Context: an optimization exercise on an open-source flow, tuned for small area and a short achievable clock period. The choices shown serve that exercise and are no tape-out recipe. In this exercise RTL edits were held to simulation tests only and were not proved equivalent to the original. Power figures rest on the tool's default switching activity, not on a simulated workload.

==> flow/design.v (excerpt) <==
module axi_top (
  input  logic                  aclk,
  input  logic                  rst_n,
  input  logic [REG_ADDR_W-1:0] s_axi_lite_awaddr,
  input  logic                  s_axi_lite_awvalid,
  output logic                  s_axi_lite_awready,
  input  logic [DATA_W-1:0]     s_axi_lite_wdata,
  input  logic [STRB_W-1:0]     s_axi_lite_wstrb,
  input  logic                  s_axi_lite_wvalid,
  output logic                  s_axi_lite_wready,
  output logic [1:0]            s_axi_lite_bresp,
  output logic                  s_axi_lite_bvalid,
  input  logic                  s_axi_lite_bready,
  input  logic [REG_ADDR_W-1:0] s_axi_lite_araddr,
  input  logic                  s_axi_lite_arvalid,
  output logic                  s_axi_lite_arready,
  output logic [DATA_W-1:0]     s_axi_lite_rdata,
  output logic [1:0]            s_axi_lite_rresp,
  output logic                  s_axi_lite_rvalid,
  input  logic                  s_axi_lite_rready,
  input  logic [DATA_W-1:0]     s_axi_stream_tdata,
  input  logic [STRB_W-1:0]     s_axi_stream_tstrb,
  input  logic                  s_axi_stream_tlast,
  input  logic                  s_axi_stream_tvalid,
  output logic                  s_axi_stream_tready,
  output logic [DATA_W-1:0]     m_axi_stream_tdata,
  output logic [STRB_W-1:0]     m_axi_stream_tstrb,
  output logic                  m_axi_stream_tlast,
  output logic                  m_axi_stream_tvalid,
  input  logic                  m_axi_stream_tready
);
  logic [36:0]        head;                         
  logic               head_last_nx;
  logic               nempty_nx;
  logic [LEVEL_W-1:0] level;
  logic               pop;
  ...
==> flow/config.mk <==
export PLATFORM = sky130hd
export DESIGN_NAME = axi_top
export DESIGN_NICKNAME = axi_top
export VERILOG_FILES = /design/flow/design.v
export SDC_FILE = /design/flow/constraint.sdc
export NUM_CORES = 4
export LEC_CHECK = 0
export CAP_MARGIN = 20
export CORE_MARGIN = 2
export CORE_UTILIZATION = 55
export CTS_CLUSTER_DIAMETER = 100
export CTS_CLUSTER_SIZE = 20
export SETUP_SLACK_MARGIN = 2.1
export SLEW_MARGIN = 20
export TNS_END_PERCENT = 10
==> flow/constraint.sdc <==
create_clock -name core_clock -period 4.2 [get_ports {aclk}]
set_input_delay 0.8400 -clock core_clock [delete_from_list [all_inputs] [get_ports {aclk}]]
set_output_delay 0.8400 -clock core_clock [all_outputs]
set_load 0.01 [all_outputs]
standard.sh (not shown) runs the stock make flow with config.mk's settings and CLKGATE_MAP_FILE= SYNTH_SCRIPT=/design/flow/synth_recipe.tcl, a recipe that flattens the netlist after the stock synthesis.
==> flow/flow/run.sh <==
#!/bin/bash
# Standard layout, with the port buffers made from plain buffers
export BUFFER_PORTS_ARGS="-buffer_cell sky130_fd_sc_hd__buf_2"
bash standard.sh > standard_run.log 2>&1
Rerun with:
Settings changed: CAP_MARGIN 20 to 0, CTS_CLUSTER_SIZE 20 to 25, SLEW_MARGIN 20 to 0.
Outcome: The changed run passed the timing, design-rule and antenna checks; critical path depth stays the same; die area is unchanged; combinational power barely changes; worst setup slack loses 22 ps; clock-buffer cell count fell by 19; design area is lower by 0.54%; sequential share of layout area is higher by 0.36 points.
Rerun with:
Settings changed: CAP_MARGIN 0 to 20, PLACE_DENSITY set to 0.88, SLEW_MARGIN 0 to 20.
Routed wire length shrinks slightly.
Design area shrinks slightly.
Die area is unchanged.
Setup slack gains 6.9 ps.
Sequential share of layout area grows by 0.55 points.
Combinational power grows by roughly a tenth.
Clock-buffer cell count shrinks by 2.
Global-route usage shrinks by 1.4 points.
Cell count shrinks slightly.
Non-clock buffer count shrinks by 37.
Rerun with:
Settings changed: CTS_CLUSTER_SIZE 25 to 20, PLACE_DENSITY 0.88 to unset, TNS_END_PERCENT 10 to unset.
=> The new run completed with no timing, DRC or antenna violations; clock skew rose by 6.8 ps; clock power rose by 11%; sequential power hardly moves; register-to-register slack is about the same; clock-buffer cell count rose by 21.


axi_top again, from the RTL that the note above started with.
==> flow/config.mk <==
export PLATFORM = sky130hd
export DESIGN_NAME = axi_top
export DESIGN_NICKNAME = axi_top
export VERILOG_FILES = /design/flow/design.v
export SDC_FILE = /design/flow/constraint.sdc
export NUM_CORES = 4
export LEC_CHECK = 0
export CAP_MARGIN = 20
export CORE_MARGIN = 2
export CORE_UTILIZATION = 55
export CTS_CLUSTER_DIAMETER = 100
export CTS_CLUSTER_SIZE = 25
export PLACE_DENSITY = 0.75
export SETUP_SLACK_MARGIN = 2.1
export SLEW_MARGIN = 20
export TNS_END_PERCENT = 10
==> flow/constraint.sdc <==
create_clock -name core_clock -period 4.2 [get_ports {aclk}]
set_input_delay 0.8400 -clock core_clock [delete_from_list [all_inputs] [get_ports {aclk}]]
set_output_delay 0.8400 -clock core_clock [all_outputs]
set_load 0.01 [all_outputs]
Scripts as last shown in full above: flow/flow/run.sh
Then changed:
--- a/flow/config.mk
+++ b/flow/config.mk
@@ -12,3 +12,2 @@
-export CTS_CLUSTER_SIZE = 25
-export PLACE_DENSITY = 0.75
-export SETUP_SLACK_MARGIN = 2.1
+export CTS_CLUSTER_SIZE = 20
+export SETUP_SLACK_MARGIN = 1.9
@@ -16 +14,0 @@
-export TNS_END_PERCENT = 10
Result:
- total power climbs by 3.3%
- synthesized area does not change
- sequential power hardly moves
- design area came out higher by 0.55%
- critical path depth came out higher by 3
- combinational power is about the same
- maximum frequency is lower by 5.5%
- clock power rises by 12%
- hold slack got worse by 0.062 ns
Then changed:
--- a/flow/config.mk
+++ b/flow/config.mk
@@ -12,2 +12,2 @@
-export CTS_CLUSTER_SIZE = 20
-export SETUP_SLACK_MARGIN = 1.9
+export CTS_CLUSTER_SIZE = 25
+export SETUP_SLACK_MARGIN = 2.1
@@ -14,0 +15 @@
+export TNS_END_PERCENT = 10
What happened: Wire length fell by 0.65%; sequential share of layout area is lower by 0.25 points; cell count went up by 0.33%; global-route usage rose by 0.13 points; die area is unchanged; sequential power hardly moves; via count increases by 0.35%; register-to-register slack improves by 0.12 ns; total power is lower by 2.7%; worst setup slack improved by 0.12 ns; clock-buffer cell count shrinks by 20.
Then changed:
==> flow/flow/run.sh (replaced) <==
#!/bin/bash
# Standard layout, with the port buffers made from plain buffers and the
# timing repair free to resize cells that have no footprint class
export BUFFER_PORTS_ARGS="-buffer_cell sky130_fd_sc_hd__buf_2"
bash standard.sh MATCH_CELL_FOOTPRINT=0 finish > standard_run.log 2>&1
--- a/flow/config.mk
+++ b/flow/config.mk
@@ -12,0 +13 @@
+export PLACE_DENSITY = 0.88
Setup slack is worse by 0.16 ns.
Clock-buffer cell count decreases by 2.
Power is about the same.
Area after synthesis stays the same.
Routed wire length came out lower slightly.

static timing again, ports no longer ideal:
In the flow no input, the clock included, has a driving cell. The finished layouts below were timed again as built, in two steps.
Step 1 sets driving cells, clkbuf_16 on the clock port and buf_2 on the other inputs (assumed; they add their load-dependent delay and slew).
Step 2 moves the port delays by t, midway between the first and last clock arrival at a register: inputs arrive t later, outputs are due t later. That takes back most of the time a late clock gives input paths.
a / b / c = no drivers / after step 1 / after step 2; a / b = the first two.
run	t, ns	slack for setup (ns)	worst hold slack (ns)	cell pins on the clock port's net
the first run of note 1	0.700	1.999 / 1.958 / 1.361	0.140 / 0.120 / 0.468	1
the second run of note 1	0.693	1.978 / 1.944 / 1.332	0.165 / 0.142 / 0.468	1
the third run of note 1	0.692	1.985 / 1.945 / 1.306	0.196 / 0.189 / 0.481	1
the fourth run of note 1	0.703	1.975 / 1.975 / 1.363	0.286 / 0.299 / 0.454	1
the first run of note 2	0.682	1.989 / 1.921 / 1.307	0.262 / 0.239 / 0.477	1
the second run of note 2	0.704	1.861 / 1.861 / 1.293	0.199 / 0.200 / 0.470	1
the third run of note 2	0.692	1.985 / 1.936 / 1.313	0.166 / 0.142 / 0.469	1
the fourth run of note 2	0.694	1.827 / 1.827 / 1.222	0.218 / 0.209 / 0.475	1
After both steps setup and hold are still met in every run listed. The setup slack of the first run of note 2, which loses most, moves by -0.068 ns with the drivers and by -0.682 ns with both steps.
